From an optimization exercise on the open Yosys and OpenROAD flow, aimed at small area; shortcuts taken in it are not production practice. In this exercise RTL edits were held to simulation tests only and were not proved equivalent to the original. The clock port is modelled as an ideal driver; clocking choices that lean on that would not hold on a real chip. No activity file was given, so power comes from the tool's default toggle rates.

try-harbor:
## periph_top
module periph_top (
   input  logic                  clock,
   input  logic                  reset,
   input  periph_pkg::bus_addr_t addr,
   input  periph_pkg::bus_data_t wdata,
   input  logic                  readmem,
   input  logic                  writemem,
   input  logic                  readio,
   input  logic                  writeio,
   input  logic                  inta,
   input  periph_pkg::irq_vec_t  irq_lines,
   output periph_pkg::bus_data_t rdata,
   output logic                  intr,
   output periph_pkg::sel_vec_t  sel,
   output logic                  bootstrap
);
Size: about 8300 flip-flops, about 53 I/O pins, ~0.27 mm² of cells after synthesis.
clock: 10.0 ns
lec_check: 0
cap_margin: 10
core_margin: 2
core_utilization: 50
place_density: 0.6
slew_margin: 10
synth_hierarchical: 1
synth_minimum_keep_size: 0
standard.sh (not shown) runs the stock make flow with config.mk's settings and CLKGATE_MAP_FILE= SYNTH_SCRIPT=/design/flow/synth_recipe.tcl, a recipe that flattens the netlist after the stock synthesis.
==> flow/flow/run.sh <==
#!/bin/bash
# Layout flow: the standard ORFS flow (standard.sh, unchanged synthesis),
# with a leaner clock tree (small leaf buffers, no dummy loads) and small
# port buffers. Runs in the work folder; the make output goes to flow_make.log
# there, and ORFS keeps each step's own log under orfs/logs.
set -euo pipefail
cd "$(dirname "$0")/.."

cts_args="-sink_clustering_enable -repair_clock_nets -dont_use_dummy_load"
cts_args+=" -sink_clustering_size 10 -sink_clustering_max_diameter 50"
cts_args+=" -buf_list sky130_fd_sc_hd__clkbuf_4"

bash standard.sh \
  "CTS_ARGS=${cts_args}" \
  "BUFFER_PORTS_ARGS=-buffer_cell sky130_fd_sc_hd__buf_1" \
  finish > flow_make.log 2>&1
try-harbor reached the end of the flow, and the finished layout is clean on the timing, design-rule and antenna checks.
Relative to try-harbor, the following input files were edited for try-nickel:
Settings: changing CORE_UTILIZATION from 50 to 60; changing PLACE_DENSITY from 0.6 to 0.72.
==> flow/flow/run.sh <==
#!/bin/bash
# Layout flow: the standard ORFS flow (standard.sh, unchanged synthesis),
# with a leaner clock tree (small leaf buffers, no dummy loads, slow leaves
# upsized after CTS, see post_cts.tcl) and small port buffers. Runs in the
# work folder; the make output goes to flow_make.log there, and ORFS keeps
# each step's own log under orfs/logs.
set -euo pipefail
cd "$(dirname "$0")/.."
here=$(pwd)

cts_args="-sink_clustering_enable -repair_clock_nets -dont_use_dummy_load"
cts_args+=" -sink_clustering_size 10 -sink_clustering_max_diameter 50"
cts_args+=" -buf_list sky130_fd_sc_hd__clkbuf_4"

bash standard.sh \
  "CTS_ARGS=${cts_args}" \
  "POST_CTS_TCL=${here}/flow/post_cts.tcl" \
  "BUFFER_PORTS_ARGS=-buffer_cell sky130_fd_sc_hd__buf_1" \
  finish > flow_make.log 2>&1
==> flow/flow/post_cts.tcl (new file) <==
estimate_parasitics -placement
set upsized 0
set seen [dict create]
foreach pin [all_registers -clock_pins -edge_triggered] {
  set slew 0.0
  foreach edge {rise fall} {
    foreach analysis {min max} {
      set v [get_property $pin slew_${analysis}_$edge]
      if {$v > $slew} { set slew $v }
    }
  }
  if {$slew <= 0.110} { continue }
  foreach drv [get_pins -of_objects [get_nets -of_objects $pin] -filter "direction==output"] {
    set inst [get_cells -of_objects $drv]
    set name [get_full_name $inst]
    if {[dict exists $seen $name]} { continue }
    dict set seen $name 1
    if {[get_property $inst ref_name] eq "sky130_fd_sc_hd__clkbuf_4"} {
      replace_cell $name sky130_fd_sc_hd__clkbuf_8
      incr upsized
    }
  }
}
puts "post_cts: upsized $upsized clock leaf buffers"
if {$upsized > 0} {
  detailed_placement
  check_placement
  estimate_parasitics -placement
}
Findings:
Going from try-harbor to try-nickel, half-perimeter wire length after placement shrank by a few percent.
The max-slew headroom at the worst pin of try-nickel exceeds that of try-harbor by 1.3 points.
Utilization in try-nickel is 11 points above try-harbor.
Delta (try-nickel minus try-harbor): fraction of power consumed by combinational cells rose by 0.2 points; wire length now smaller; die area went down by about 17%.
Note that the number of well-tap cells placed recorded for try-nickel amounts to 0.844 times the value seen in try-harbor.
The higher fraction of area in non-clock buffers of try-nickel and try-harbor is in try-nickel.
Input changes introduced in try-garnet (baseline for comparison: try-nickel):
Settings: a change of CORE_UTILIZATION from 60 to 50; a change of PLACE_DENSITY from 0.72 to 0.6.
### Flow results
Share of cells above drive strength 1 essentially unchanged between try-garnet and try-nickel. Going from try-nickel to try-garnet, cell count grew by a few percent. Comparing try-garnet and try-nickel, the lower latest clock arrival within the worst-skew pair was measured on try-nickel. When try-garnet is set beside try-nickel, its routed wire length turns out to be about 5% larger.

## separate check: timing with driven ports
How much do the figures lean on ideal ports? The routed layouts below were timed once more, with nothing changed but the port constraints.
Step 1: set_driving_cell puts a clkbuf_16 on clock and a buf_2 on each other input, an assumption about the parent block.
Step 2 also shifts input and output timing later by t, the mid clock arrival at the registers, as if the neighbouring blocks saw the same clock.
Three values: no drivers, after step 1, after step 2; two values: the first two.
run	t (ns)	setup slack, ns	hold slack, ns	worst setup path at the end	latest minus earliest clock arrival (ns)
try-harbor	1.952	1.627 / 1.716 / -0.235	0.294 / 0.205 / 0.426	input to register	0.233 / 0.233
try-nickel	1.937	2.104 / 2.186 / 0.249	0.328 / 0.252 / 0.447	input to register	0.211 / 0.210
try-garnet	1.957	1.732 / 1.822 / -0.135	0.276 / 0.187 / 0.395	input to register	0.234 / 0.234
Met with ideal ports but missed after step 2: setup timing in try-harbor and try-garnet. For try-garnet, which loses most, drivers alone change the setup slack by +0.090 ns; drivers and shift together by -1.867 ns.
